This is an optimization exercise on Yosys and OpenROAD, whose aim is small area, a short achievable clock period and few clock cycles per item, not a production implementation.

==> 01-17: inputs <==
Design idct_1d_serial, start of the top module:
module idct_1d_serial #(
    parameter int OFFSET = 0
) (
    input  logic        clk,
    input  logic        rst,
    input  logic [95:0] coef_in,
    input  logic        in_valid,
    output logic        in_ready,
    output logic [63:0] pix_out,
    output logic        out_valid,
    input  logic        out_ready
);
export LEC_CHECK = 0
export ABC_CLOCK_PERIOD_IN_PS = 3000
export CAP_MARGIN = 20
export CORE_MARGIN = 2
export CORE_UTILIZATION = 40
export CTS_BUF_LIST = sky130_fd_sc_hd__clkbuf_8
export SLEW_MARGIN = 20
export SYNTH_HIERARCHICAL = 1
export SYNTH_MINIMUM_KEEP_SIZE = 0
create_clock -name core_clock -period 11.0 [get_ports {clk}]
standard.sh (not shown) runs the stock make flow with config.mk's settings and CLKGATE_MAP_FILE= SYNTH_SCRIPT=/design/flow/synth_recipe.tcl, a recipe that flattens the netlist after the stock synthesis.
==> flow/flow/run.sh <==
#!/bin/bash
# Standard ORFS layout with one extra step between synthesis and floorplan:
# fixinv.py cancels the inverters that Yosys's adder extraction leaves between full-adder
# cells (a full adder is self-dual, so flipping its polarity is a pure rewiring).
# flow/make_vars.txt, if present, lists extra ORFS make variables (one per line), e.g. the
# setup slack margin repair_timing aims for.  Every tool's output goes to its own log file.
set -euo pipefail
WORK=$(pwd)
RES=$WORK/orfs/results/${FLOW_PLATFORM}/idct_1d_serial/base
EXTRA=()
if [[ -f flow/make_vars.txt ]]; then
  while IFS= read -r line; do
    [[ -n "$line" ]] && EXTRA+=("$line")
  done < flow/make_vars.txt
fi
bash standard.sh ${EXTRA[@]+"${EXTRA[@]}"} "$RES/1_2_yosys.v" > "$WORK/synth.log" 2>&1
cp "$RES/1_2_yosys.v" "$WORK/1_2_yosys.orig.v"
python3 flow/fixinv.py "$WORK/1_2_yosys.orig.v" "$RES/1_2_yosys.v" > "$WORK/fixinv.log" 2>&1
bash standard.sh ${EXTRA[@]+"${EXTRA[@]}"} finish > "$WORK/layout.log" 2>&1
==> flow/flow/make_vars.txt <==
SETUP_SLACK_MARGIN=6.3
BUFFER_PORTS_ARGS=-buffer_cell sky130_fd_sc_hd__buf_1
Other scripts of this flow, unchanged in this note and not shown: flow/flow/fixinv.py
==> inputs of 06-10, as changes to 01-17 <==
--- a/flow/design.v
+++ b/flow/design.v
@@ -12,29 +12,48 @@
 );
     function automatic logic [7:0] offset_pixel(input logic signed [13:0] y);
         logic signed [15:0] t;
         t = 16'(y) + 16'(OFFSET);
         if (t < 0) offset_pixel = 8'd0;
         else if (t > 255) offset_pixel = 8'd255;
         else offset_pixel = t[7:0];
     endfunction
+    logic en_q;
     logic [1:0] v_q;
-    logic ovn_q;
+    logic ov_q, sv_q, push, pop, ov_d, sv_d, en_d;
     logic en;
-    assign en        = ovn_q | out_ready;
-    assign in_ready  = out_ready;
-    assign out_valid = !ovn_q;
+    assign en        = en_q;
+    assign in_ready  = en_q;
+    assign out_valid = ov_q;
+    assign push      = en_q & v_q[1];
+    assign pop       = ov_q & out_ready;
+    always_comb begin
+        ov_d = ov_q;
+        sv_d = sv_q;
+        if (sv_q) begin
+            if (pop) sv_d = push;
+        end else if (ov_q && !pop) begin
+            sv_d = push;
+        end else begin
+            ov_d = push;
+        end
+        en_d = !(ov_d && sv_d);
+    end
     always_ff @(posedge clk or posedge rst) begin
         if (rst) begin
-            v_q   <= '0;
-            ovn_q <= 1'b1;
-        end else if (en) begin
-            v_q   <= {v_q, in_valid & out_ready};
-            ovn_q <= !v_q[1];
+            en_q <= 1'b1;
+            v_q  <= '0;
+            ov_q <= 1'b0;
+            sv_q <= 1'b0;
+        end else begin
+            en_q <= en_d;
+            if (en_q) v_q <= {v_q, in_valid};
+            ov_q <= ov_d;
+            sv_q <= sv_d;
         end
     end
     logic [12:0] s04_1;
     logic hs2;
     logic hc3;
     logic hs4;
     logic hc5;
     logic hs6;
@@ -2573,18 +2592,29 @@
     assign pix1_1248 = (OFFSET == 0) ? (ah1241[14] ? 8'd0 : ((ah1241[9] | ah1241[10] | ah1241[11] | ah1241[12] | ah1241[13]) ? 8'd255 : {ah1241[8], ah1241[7], ah1241[6], ah1241[5], ah1241[4], ah1241[3], ah1241[2], ah1241[1]})) : offset_pixel({ah1241[14], ah1241[13], ah1241[12], ah1241[11], ah1241[10], ah1241[9], ah1241[8], ah1241[7], ah1241[6], ah1241[5], ah1241[4], ah1241[3], ah1241[2], ah1241[1]});
     assign pix2_1249 = (OFFSET == 0) ? (ah1243[14] ? 8'd0 : ((ah1243[9] | ah1243[10] | ah1243[11] | ah1243[12] | ah1243[13]) ? 8'd255 : {ah1243[8], ah1243[7], ah1243[6], ah1243[5], ah1243[4], ah1243[3], ah1243[2], ah1243[1]})) : offset_pixel({ah1243[14], ah1243[13], ah1243[12], ah1243[11], ah1243[10], ah1243[9], ah1243[8], ah1243[7], ah1243[6], ah1243[5], ah1243[4], ah1243[3], ah1243[2], ah1243[1]});
     assign pix3_1250 = (OFFSET == 0) ? (ah1245[14] ? 8'd0 : ((ah1245[9] | ah1245[10] | ah1245[11] | ah1245[12] | ah1245[13]) ? 8'd255 : {ah1245[8], ah1245[7], ah1245[6], ah1245[5], ah1245[4], ah1245[3], ah1245[2], ah1245[1]})) : offset_pixel({ah1245[14], ah1245[13], ah1245[12], ah1245[11], ah1245[10], ah1245[9], ah1245[8], ah1245[7], ah1245[6], ah1245[5], ah1245[4], ah1245[3], ah1245[2], ah1245[1]});
     assign pix4_1251 = (OFFSET == 0) ? (ah1246[14] ? 8'd0 : ((ah1246[9] | ah1246[10] | ah1246[11] | ah1246[12] | ah1246[13]) ? 8'd255 : {ah1246[8], ah1246[7], ah1246[6], ah1246[5], ah1246[4], ah1246[3], ah1246[2], ah1246[1]})) : offset_pixel({ah1246[14], ah1246[13], ah1246[12], ah1246[11], ah1246[10], ah1246[9], ah1246[8], ah1246[7], ah1246[6], ah1246[5], ah1246[4], ah1246[3], ah1246[2], ah1246[1]});
     assign pix5_1252 = (OFFSET == 0) ? (ah1244[14] ? 8'd0 : ((ah1244[9] | ah1244[10] | ah1244[11] | ah1244[12] | ah1244[13]) ? 8'd255 : {ah1244[8], ah1244[7], ah1244[6], ah1244[5], ah1244[4], ah1244[3], ah1244[2], ah1244[1]})) : offset_pixel({ah1244[14], ah1244[13], ah1244[12], ah1244[11], ah1244[10], ah1244[9], ah1244[8], ah1244[7], ah1244[6], ah1244[5], ah1244[4], ah1244[3], ah1244[2], ah1244[1]});
     assign pix6_1253 = (OFFSET == 0) ? (ah1242[14] ? 8'd0 : ((ah1242[9] | ah1242[10] | ah1242[11] | ah1242[12] | ah1242[13]) ? 8'd255 : {ah1242[8], ah1242[7], ah1242[6], ah1242[5], ah1242[4], ah1242[3], ah1242[2], ah1242[1]})) : offset_pixel({ah1242[14], ah1242[13], ah1242[12], ah1242[11], ah1242[10], ah1242[9], ah1242[8], ah1242[7], ah1242[6], ah1242[5], ah1242[4], ah1242[3], ah1242[2], ah1242[1]});
     assign pix7_1254 = (OFFSET == 0) ? (ah1240[14] ? 8'd0 : ((ah1240[9] | ah1240[10] | ah1240[11] | ah1240[12] | ah1240[13]) ? 8'd255 : {ah1240[8], ah1240[7], ah1240[6], ah1240[5], ah1240[4], ah1240[3], ah1240[2], ah1240[1]})) : offset_pixel({ah1240[14], ah1240[13], ah1240[12], ah1240[11], ah1240[10], ah1240[9], ah1240[8], ah1240[7], ah1240[6], ah1240[5], ah1240[4], ah1240[3], ah1240[2], ah1240[1]});
     assign pix = {pix0_1247, pix1_1248, pix2_1249, pix3_1250, pix4_1251, pix5_1252, pix6_1253, pix7_1254};
-    logic [63:0] pix_q;
-    always_ff @(posedge clk) if (en) pix_q <= pix;
+    logic [63:0] pix_q, skid_q;
+    always_ff @(posedge clk) begin
+        if (sv_q) begin
+            if (pop) begin
+                pix_q  <= skid_q;
+                skid_q <= pix;
+            end
+        end else if (ov_q && !pop) begin
+            skid_q <= pix;
+        end else begin
+            pix_q <= pix;
+        end
+    end
     assign pix_out = pix_q;
 endmodule
 module idct_add #(
     parameter int W = 20
 ) (
     input  logic [W-1:0] a,
     input  logic [W-1:0] b,
     output logic [W-1:0] s
==> flow/flow/make_vars.txt (replaced) <==
SETUP_SLACK_MARGIN=6.7
BUFFER_PORTS_ARGS=-buffer_cell sky130_fd_sc_hd__buf_1
==> inputs of 06-13, as changes to 01-17 <==
--- a/flow/design.v
+++ b/flow/design.v
@@ -1492,17 +1492,17 @@
     assign fs171 = fc138 ^ fs139 ^ fs111;
     assign fc172 = (fc138 & fs139) | (fc138 & fs111) | (fs139 & fs111);
     assign fs173 = fc140 ^ fs141 ^ x6m3_q[12];
     assign fc174 = (fc140 & fs141) | (fc140 & x6m3_q[12]) | (fs141 & x6m3_q[12]);
     assign fs175 = fc142 ^ fs143 ^ x2_q[10];
     assign fc176 = (fc142 & fs143) | (fc142 & x2_q[10]) | (fs143 & x2_q[10]);
     assign fs177 = ~x2_q[11] ^ fc144 ^ s_q[12];
     assign fc178 = (~x2_q[11] & fc144) | (~x2_q[11] & s_q[12]) | (fc144 & s_q[12]);
-    idct_add #(.W(20)) u_add1 (.a({1'b1, fc178, fc176, fc174, fc172, fc170, fc168, fc166, ~fc164, ~fc162, ~fc160, fc158, fc156, fc154, ~fc152, fc150, fc148, hc146, ~x2_q[0], x2_q[0]}), .b({1'b0, ~s_q[12], fs177, fs175, fs173, fs171, fs169, fs167, fs165, ~fs163, ~fs161, ~fs159, fs157, fs155, fs153, ~fs151, fs149, fs147, ~hs145, s_q[0]}), .s(e179));
+    assign e179 = {1'b1, fc178, fc176, fc174, fc172, fc170, fc168, fc166, ~fc164, ~fc162, ~fc160, fc158, fc156, fc154, ~fc152, fc150, fc148, hc146, ~x2_q[0], x2_q[0]} + {1'b0, ~s_q[12], fs177, fs175, fs173, fs171, fs169, fs167, fs165, ~fs163, ~fs161, ~fs159, fs157, fs155, fs153, ~fs151, fs149, fs147, ~hs145, s_q[0]};
     assign hs180 = d_q[5] ^ d_q[3];
     assign hc181 = d_q[5] & d_q[3];
     assign fs182 = ~x6_q[0] ^ d_q[6] ^ d_q[4];
     assign fc183 = (~x6_q[0] & d_q[6]) | (~x6_q[0] & d_q[4]) | (d_q[6] & d_q[4]);
     assign hs184 = d_q[3] ^ d_q[1];
     assign hc185 = d_q[3] & d_q[1];
     assign fs186 = x6_q[1] ^ d_q[7];
     assign fc187 = ~x6_q[1] | d_q[7];
@@ -1645,17 +1645,17 @@
     assign fs324 = fc293 ^ fs294 ^ ~fs266;
     assign fc325 = (fc293 & fs294) | (fc293 & ~fs266) | (fs294 & ~fs266);
     assign fs326 = fc295 ^ fs296 ^ ~x2m3_q[12];
     assign fc327 = (fc295 & fs296) | (fc295 & ~x2m3_q[12]) | (fs296 & ~x2m3_q[12]);
     assign fs328 = fc297 ^ fs298 ^ ~d_q[11];
     assign fc329 = (fc297 & fs298) | (fc297 & ~d_q[11]) | (fs298 & ~d_q[11]);
     assign fs330 = ~fc299 ^ d_q[12] ^ x6_q[11];
     assign fc331 = (~fc299 & d_q[12]) | (~fc299 & x6_q[11]) | (d_q[12] & x6_q[11]);
-    idct_add #(.W(20)) u_add2 (.a({1'b1, fc331, ~fc329, ~fc327, ~fc325, fc323, fc321, fc319, fc317, fc315, fc313, fc311, fc309, fc307, fc305, fc303, hc301, hs300, d_q[1], d_q[0]}), .b({1'b0, ~d_q[12], fs330, ~fs328, ~fs326, ~fs324, fs322, fs320, fs318, fs316, fs314, fs312, fs310, fs308, fs306, fs304, fs302, x6_q[0], x6_q[1], x6_q[0]}), .s(e332));
+    assign e332 = {1'b1, fc331, ~fc329, ~fc327, ~fc325, fc323, fc321, fc319, fc317, fc315, fc313, fc311, fc309, fc307, fc305, fc303, hc301, hs300, d_q[1], d_q[0]} + {1'b0, ~d_q[12], fs330, ~fs328, ~fs326, ~fs324, fs322, fs320, fs318, fs316, fs314, fs312, fs310, fs308, fs306, fs304, fs302, x6_q[0], x6_q[1], x6_q[0]};
     assign hs333 = x2m3_q[1] ^ x6_q[4];
     assign hc334 = x2m3_q[1] | x6_q[4];
     assign fs335 = x2m3_q[2] ^ x6_q[5] ^ x6_q[3];
     assign fc336 = (x2m3_q[2] & x6_q[5]) | (x2m3_q[2] & x6_q[3]) | (x6_q[5] & x6_q[3]);
     assign fs337 = x2m3_q[3] ^ x6_q[6];
     assign fc338 = x2m3_q[3] & x6_q[6];
     assign fs339 = ~x6_q[4] ^ d_q[6] ^ d_q[4];
     assign fc340 = (~x6_q[4] & d_q[6]) | (~x6_q[4] & d_q[4]) | (d_q[6] & d_q[4]);
@@ -1796,17 +1796,17 @@
     assign fs475 = fc442 ^ fs443 ^ fs415;
     assign fc476 = (fc442 & fs443) | (fc442 & fs415) | (fs443 & fs415);
     assign fs477 = ~fs445 ^ fc444 ^ x6_q[9];
     assign fc478 = (~fs445 & fc444) | (~fs445 & x6_q[9]) | (fc444 & x6_q[9]);
     assign fs479 = ~fc446 ^ fs447 ^ x6_q[10];
     assign fc480 = (~fc446 & fs447) | (~fc446 & x6_q[10]) | (fs447 & x6_q[10]);
     assign fs481 = ~x6_q[11] ^ fc448 ^ d_q[12];
     assign fc482 = (~x6_q[11] & fc448) | (~x6_q[11] & d_q[12]) | (fc448 & d_q[12]);
-    idct_add #(.W(20)) u_add3 (.a({1'b1, fc482, fc480, fc478, fc476, fc474, ~fc472, ~fc470, ~fc468, ~fc466, ~fc464, ~fc462, ~fc460, ~fc458, ~fc456, fc454, fc452, hc450, ~x6_q[0], x6_q[0]}), .b({1'b0, ~d_q[12], fs481, fs479, fs477, fs475, fs473, ~fs471, ~fs469, ~fs467, ~fs465, ~fs463, ~fs461, ~fs459, ~fs457, ~fs455, fs453, fs451, ~hs449, d_q[0]}), .s(e483));
+    assign e483 = {1'b1, fc482, fc480, fc478, fc476, fc474, ~fc472, ~fc470, ~fc468, ~fc466, ~fc464, ~fc462, ~fc460, ~fc458, ~fc456, fc454, fc452, hc450, ~x6_q[0], x6_q[0]} + {1'b0, ~d_q[12], fs481, fs479, fs477, fs475, fs473, ~fs471, ~fs469, ~fs467, ~fs465, ~fs463, ~fs461, ~fs459, ~fs457, ~fs455, fs453, fs451, ~hs449, d_q[0]};
     assign hs484 = x6m3_q[1] ^ s_q[4];
     assign hc485 = ~x6m3_q[1] & s_q[4];
     assign fs486 = ~x6m3_q[2] ^ s_q[5] ^ s_q[3];
     assign fc487 = (~x6m3_q[2] & s_q[5]) | (~x6m3_q[2] & s_q[3]) | (s_q[5] & s_q[3]);
     assign fs488 = x2_q[0] ^ x6m3_q[3] ^ ~s_q[6];
     assign fc489 = (x2_q[0] & x6m3_q[3]) | (x2_q[0] & ~s_q[6]) | (x6m3_q[3] & ~s_q[6]);
     assign hs490 = s_q[4] ^ s_q[3];
     assign hc491 = s_q[4] & s_q[3];
@@ -1951,17 +1951,17 @@
     assign fs630 = fc599 ^ fs600 ^ ~fs572;
     assign fc631 = (fc599 & fs600) | (fc599 & ~fs572) | (fs600 & ~fs572);
     assign fs632 = fc601 ^ fs602 ^ ~s_q[10];
     assign fc633 = (fc601 & fs602) | (fc601 & ~s_q[10]) | (fs602 & ~s_q[10]);
     assign fs634 = fc603 ^ fs604 ^ ~x6m3_q[13];
     assign fc635 = (fc603 & fs604) | (fc603 & ~x6m3_q[13]) | (fs604 & ~x6m3_q[13]);
     assign fs636 = ~fc605 ^ s_q[12] ^ x2_q[11];
     assign fc637 = (~fc605 & s_q[12]) | (~fc605 & x2_q[11]) | (s_q[12] & x2_q[11]);
-    idct_add #(.W(20)) u_add4 (.a({1'b1, fc637, ~fc635, ~fc633, ~fc631, ~fc629, ~fc627, ~fc625, ~fc623, ~fc621, fc619, fc617, fc615, fc613, fc611, fc609, hc607, hs606, s_q[1], s_q[0]}), .b({1'b0, ~s_q[12], fs636, ~fs634, ~fs632, ~fs630, ~fs628, ~fs626, ~fs624, ~fs622, ~fs620, fs618, fs616, fs614, fs612, fs610, fs608, x2_q[0], x2_q[1], x2_q[0]}), .s(e638));
+    assign e638 = {1'b1, fc637, ~fc635, ~fc633, ~fc631, ~fc629, ~fc627, ~fc625, ~fc623, ~fc621, fc619, fc617, fc615, fc613, fc611, fc609, hc607, hs606, s_q[1], s_q[0]} + {1'b0, ~s_q[12], fs636, ~fs634, ~fs632, ~fs630, ~fs628, ~fs626, ~fs624, ~fs622, ~fs620, fs618, fs616, fs614, fs612, fs610, fs608, x2_q[0], x2_q[1], x2_q[0]};
     assign hs639 = x1_q[5] ^ x3_q[5];
     assign hc640 = ~x1_q[5] & x3_q[5];
     assign fs641 = ~x1_q[6] ^ x1_q[0] ^ x3_q[6];
     assign fc642 = (~x1_q[6] & x1_q[0]) | (~x1_q[6] & x3_q[6]) | (x1_q[0] & x3_q[6]);
     assign hs643 = x3_q[4] ^ x3m3_q[2];
     assign hc644 = x3_q[4] & x3m3_q[2];
     assign fs645 = ~x1_q[7] ^ x1_q[1] ^ x3_q[7];
     assign fc646 = (~x1_q[7] & x1_q[1]) | (~x1_q[7] & x3_q[7]) | (x1_q[1] & x3_q[7]);
@@ -2100,17 +2100,17 @@
     assign fs779 = fc746 ^ fs747 ^ fs719;
     assign fc780 = (fc746 & fs747) | (fc746 & fs719) | (fs747 & fs719);
     assign fs781 = fc748 ^ fs749 ^ x5_q[10];
     assign fc782 = (fc748 & fs749) | (fc748 & x5_q[10]) | (fs749 & x5_q[10]);
     assign fs783 = fc750 ^ fs751 ^ x3m3_q[12];
     assign fc784 = (fc750 & fs751) | (fc750 & x3m3_q[12]) | (fs751 & x3m3_q[12]);
     assign fs785 = ~x3m3_q[13] ^ fc752 ^ x1_q[11];
     assign fc786 = (~x3m3_q[13] & fc752) | (~x3m3_q[13] & x1_q[11]) | (fc752 & x1_q[11]);
-    idct_add #(.W(20)) u_add5 (.a({1'b1, fc786, fc784, fc782, fc780, fc778, fc776, fc774, fc772, fc770, fc768, fc766, fc764, fc762, fc760, fc758, fc756, hc754, ~x1_q[0], x1_q[0]}), .b({1'b0, ~x1_q[11], fs785, fs783, fs781, fs779, fs777, fs775, fs773, fs771, fs769, fs767, fs765, fs763, fs761, fs759, fs757, fs755, ~hs753, x3_q[0]}), .s(o787));
+    idct_add #(.W(20)) u_add1 (.a({1'b1, fc786, fc784, fc782, fc780, fc778, fc776, fc774, fc772, fc770, fc768, fc766, fc764, fc762, fc760, fc758, fc756, hc754, ~x1_q[0], x1_q[0]}), .b({1'b0, ~x1_q[11], fs785, fs783, fs781, fs779, fs777, fs775, fs773, fs771, fs769, fs767, fs765, fs763, fs761, fs759, fs757, fs755, ~hs753, x3_q[0]}), .s(o787));
     assign fs788 = x3m3_q[3] ^ x7_q[3];
     assign fc789 = x3m3_q[3] & x7_q[3];
     assign fs790 = x3m3_q[4] ^ x5_q[0];
     assign fc791 = x3m3_q[4] & x5_q[0];
     assign fs792 = x7_q[4] ^ x7_q[1] ^ ~x1_q[6];
     assign fc793 = (x7_q[4] & x7_q[1]) | (x7_q[4] & ~x1_q[6]) | (x7_q[1] & ~x1_q[6]);
     assign fs794 = x3m3_q[5] ^ x5_q[1] ^ x7_q[5];
     assign fc795 = (x3m3_q[5] & x5_q[1]) | (x3m3_q[5] & x7_q[5]) | (x5_q[1] & x7_q[5]);
@@ -2249,17 +2249,17 @@
     assign fs928 = fc897 ^ fs898 ^ ~fc867;
     assign fc929 = (fc897 & fs898) | (fc897 & ~fc867) | (fs898 & ~fc867);
     assign fs930 = fc899 ^ fs900 ^ ~x3m3_q[13];
     assign fc931 = (fc899 & fs900) | (fc899 & ~x3m3_q[13]) | (fs900 & ~x3m3_q[13]);
     assign fs932 = fc901 ^ fs902 ^ ~x7_q[11];
     assign fc933 = (fc901 & fs902) | (fc901 & ~x7_q[11]) | (fs902 & ~x7_q[11]);
     assign fs934 = ~fc903 ^ x1m3_q[13] ^ x5_q[11];
     assign fc935 = (~fc903 & x1m3_q[13]) | (~fc903 & x5_q[11]) | (x1m3_q[13] & x5_q[11]);
-    idct_add #(.W(20)) u_add6 (.a({1'b1, fc935, ~fc933, ~fc931, ~fc929, ~fc927, ~fc925, ~fc923, ~fc921, ~fc919, ~fc917, ~fc915, ~fc913, ~fc911, ~fc909, fc907, hc905, hs904, x1_q[1], x1_q[0]}), .b({1'b0, ~x1m3_q[13], fs934, ~fs932, ~fs930, ~fs928, ~fs926, ~fs924, ~fs922, ~fs920, ~fs918, ~fs916, ~fs914, ~fs912, ~fs910, ~fs908, fs906, x5_q[2], x5_q[1], x5_q[0]}), .s(o936));
+    idct_add #(.W(20)) u_add2 (.a({1'b1, fc935, ~fc933, ~fc931, ~fc929, ~fc927, ~fc925, ~fc923, ~fc921, ~fc919, ~fc917, ~fc915, ~fc913, ~fc911, ~fc909, fc907, hc905, hs904, x1_q[1], x1_q[0]}), .b({1'b0, ~x1m3_q[13], fs934, ~fs932, ~fs930, ~fs928, ~fs926, ~fs924, ~fs922, ~fs920, ~fs918, ~fs916, ~fs914, ~fs912, ~fs910, ~fs908, fs906, x5_q[2], x5_q[1], x5_q[0]}), .s(o936));
     assign hs937 = x1_q[3] ^ x1_q[0];
     assign hc938 = x1_q[3] & x1_q[0];
     assign fs939 = x3_q[0] ^ x1_q[4];
     assign fc940 = ~x3_q[0] | x1_q[4];
     assign fs941 = x1_q[1] ^ x3_q[6] ^ x5m3_q[4];
     assign fc942 = (x1_q[1] & x3_q[6]) | (x1_q[1] & x5m3_q[4]) | (x3_q[6] & x5m3_q[4]);
     assign fs943 = ~x3_q[1] ^ x1_q[5] ^ x1_q[2];
     assign fc944 = (~x3_q[1] & x1_q[5]) | (~x3_q[1] & x1_q[2]) | (x1_q[5] & x1_q[2]);
@@ -2396,17 +2396,17 @@
     assign fs1075 = ~fs1045 ^ fc1044 ^ fs1017;
     assign fc1076 = (~fs1045 & fc1044) | (~fs1045 & fs1017) | (fc1044 & fs1017);
     assign fs1077 = fc1046 ^ fs1047 ^ ~x7m3_q[11];
     assign fc1078 = (fc1046 & fs1047) | (fc1046 & ~x7m3_q[11]) | (fs1047 & ~x7m3_q[11]);
     assign fs1079 = fc1048 ^ fs1049 ^ ~x7m3_q[12];
     assign fc1080 = (fc1048 & fs1049) | (fc1048 & ~x7m3_q[12]) | (fs1049 & ~x7m3_q[12]);
     assign fs1081 = ~fc1050 ^ x7m3_q[13] ^ x3_q[11];
     assign fc1082 = (~fc1050 & x7m3_q[13]) | (~fc1050 & x3_q[11]) | (x7m3_q[13] & x3_q[11]);
-    idct_add #(.W(20)) u_add7 (.a({1'b1, fc1082, ~fc1080, ~fc1078, fc1076, fc1074, fc1072, fc1070, fc1068, fc1066, fc1064, fc1062, fc1060, fc1058, fc1056, fc1054, hc1052, hs1051, x3_q[1], x3_q[0]}), .b({1'b0, ~x7m3_q[13], fs1081, ~fs1079, ~fs1077, fs1075, fs1073, fs1071, fs1069, fs1067, fs1065, fs1063, fs1061, fs1059, fs1057, fs1055, fs1053, x7_q[0], x7_q[1], x7_q[0]}), .s(o1083));
+    idct_add #(.W(20)) u_add3 (.a({1'b1, fc1082, ~fc1080, ~fc1078, fc1076, fc1074, fc1072, fc1070, fc1068, fc1066, fc1064, fc1062, fc1060, fc1058, fc1056, fc1054, hc1052, hs1051, x3_q[1], x3_q[0]}), .b({1'b0, ~x7m3_q[13], fs1081, ~fs1079, ~fs1077, fs1075, fs1073, fs1071, fs1069, fs1067, fs1065, fs1063, fs1061, fs1059, fs1057, fs1055, fs1053, x7_q[0], x7_q[1], x7_q[0]}), .s(o1083));
     assign fs1084 = x3_q[3] ^ x3_q[0];
     assign fc1085 = x3_q[3] & x3_q[0];
     assign fs1086 = x3_q[4] ^ x3_q[1];
     assign fc1087 = x3_q[4] & x3_q[1];
     assign fs1088 = ~x7_q[0] ^ x1m3_q[4] ^ x5_q[6];
     assign fc1089 = (~x7_q[0] & x1m3_q[4]) | (~x7_q[0] & x5_q[6]) | (x1m3_q[4] & x5_q[6]);
     assign fs1090 = x3_q[5] ^ x3_q[2] ^ x7_q[1];
     assign fc1091 = (x3_q[5] & x3_q[2]) | (x3_q[5] & x7_q[1]) | (x3_q[2] & x7_q[1]);
@@ -2543,17 +2543,17 @@
     assign fs1222 = fc1191 ^ fs1192 ^ ~fs1164;
     assign fc1223 = (fc1191 & fs1192) | (fc1191 & ~fs1164) | (fs1192 & ~fs1164);
     assign fs1224 = fc1193 ^ fs1194 ^ ~x5m3_q[11];
     assign fc1225 = (fc1193 & fs1194) | (fc1193 & ~x5m3_q[11]) | (fs1194 & ~x5m3_q[11]);
     assign fs1226 = fc1195 ^ fs1196 ^ ~x5m3_q[12];
     assign fc1227 = (fc1195 & fs1196) | (fc1195 & ~x5m3_q[12]) | (fs1196 & ~x5m3_q[12]);
     assign fs1228 = ~fc1197 ^ x5m3_q[13] ^ x7_q[11];
     assign fc1229 = (~fc1197 & x5m3_q[13]) | (~fc1197 & x7_q[11]) | (x5m3_q[13] & x7_q[11]);
-    idct_add #(.W(20)) u_add8 (.a({1'b1, fc1229, ~fc1227, ~fc1225, ~fc1223, ~fc1221, ~fc1219, ~fc1217, ~fc1215, ~fc1213, ~fc1211, fc1209, fc1207, fc1205, fc1203, fc1201, hc1199, hs1198, x5_q[1], x5_q[0]}), .b({1'b0, ~x5m3_q[13], fs1228, ~fs1226, ~fs1224, ~fs1222, ~fs1220, ~fs1218, ~fs1216, ~fs1214, ~fs1212, ~fs1210, fs1208, fs1206, fs1204, fs1202, fs1200, x7_q[2], x7_q[1], x7_q[0]}), .s(o1230));
+    idct_add #(.W(20)) u_add4 (.a({1'b1, fc1229, ~fc1227, ~fc1225, ~fc1223, ~fc1221, ~fc1219, ~fc1217, ~fc1215, ~fc1213, ~fc1211, fc1209, fc1207, fc1205, fc1203, fc1201, hc1199, hs1198, x5_q[1], x5_q[0]}), .b({1'b0, ~x5m3_q[13], fs1228, ~fs1226, ~fs1224, ~fs1222, ~fs1220, ~fs1218, ~fs1216, ~fs1214, ~fs1212, ~fs1210, fs1208, fs1206, fs1204, fs1202, fs1200, x7_q[2], x7_q[1], x7_q[0]}), .s(o1230));
     assign cy1231 = ({1'b0, {e179[6], e179[5], e179[4], e179[3], e179[2], e179[1], e179[0]}} + {1'b0, {o787[6], o787[5], o787[4], o787[3], o787[2], o787[1], o787[0]}}) >> 7;
     assign bw1232 = {e179[6], e179[5], e179[4], e179[3], e179[2], e179[1], e179[0]} < {o787[6], o787[5], o787[4], o787[3], o787[2], o787[1], o787[0]};
     assign cy1233 = ({1'b0, {e332[6], e332[5], e332[4], e332[3], e332[2], e332[1], e332[0]}} + {1'b0, {o936[6], o936[5], o936[4], o936[3], o936[2], o936[1], o936[0]}}) >> 7;
     assign bw1234 = {e332[6], e332[5], e332[4], e332[3], e332[2], e332[1], e332[0]} < {o936[6], o936[5], o936[4], o936[3], o936[2], o936[1], o936[0]};
     assign cy1235 = ({1'b0, {e483[6], e483[5], e483[4], e483[3], e483[2], e483[1], e483[0]}} + {1'b0, {o1083[6], o1083[5], o1083[4], o1083[3], o1083[2], o1083[1], o1083[0]}}) >> 7;
     assign bw1236 = {e483[6], e483[5], e483[4], e483[3], e483[2], e483[1], e483[0]} < {o1083[6], o1083[5], o1083[4], o1083[3], o1083[2], o1083[1], o1083[0]};
     assign cy1237 = ({1'b0, {e638[6], e638[5], e638[4], e638[3], e638[2], e638[1], e638[0]}} + {1'b0, {o1230[6], o1230[5], o1230[4], o1230[3], o1230[2], o1230[1], o1230[0]}}) >> 7;
     assign bw1238 = {e638[6], e638[5], e638[4], e638[3], e638[2], e638[1], e638[0]} < {o1230[6], o1230[5], o1230[4], o1230[3], o1230[2], o1230[1], o1230[0]};
==> comparison <==
- 01-17 finished clean. 06-10 ran to the end with no violations. 06-13 went through all stages and came out clean.
- Via count: 06-13 < 01-17 < 06-10.
- Maximum frequency, highest first: 06-10, 01-17, 06-13.
- Design area: 06-13 < 01-17 < 06-10.
- Against 01-17, the first-iteration DRC count of 06-13 is lower by about 10%.
- The highest sequential share of layout area belongs to 06-10, the lowest to 01-17.
- The highest global-route usage belongs to 06-10, the lowest to 06-13.
Function was not checked in any run of this note: the RTL went through the layout flow alone.

separate check: timing with driven ports:
In the flow no input, the clock included, has a driving cell. The finished layouts below were timed again as built, in two steps.
Step 1 sets driving cells, clkbuf_16 on the clock port and buf_2 on the other inputs (assumed; they add their load-dependent delay and slew).
Step 2 moves the port delays by t, midway between the first and last clock arrival at a register: inputs arrive t later, outputs are due t later. That takes back most of the time a late clock gives input paths.
Slacks: no drivers / after step 1 / after step 2; pairs: no drivers / after step 1.
run	shift t [ns]	setup slack, ns	hold slack, ns	worst slew at a driven data input, ns
01-17	0.733	6.329 / 6.308 / 5.832	0.393 / 0.393 / 0.393	0.13
06-10	0.756	6.583 / 6.583 / 6.198	0.508 / 0.508 / 0.508	0.06
06-13	0.790	6.295 / 6.295 / 5.882	0.386 / 0.386 / 0.386	0.12
After both steps every run listed still meets setup and hold. The setup slack of 01-17, which loses most, moves by -0.021 ns with the drivers and by -0.497 ns with both steps.
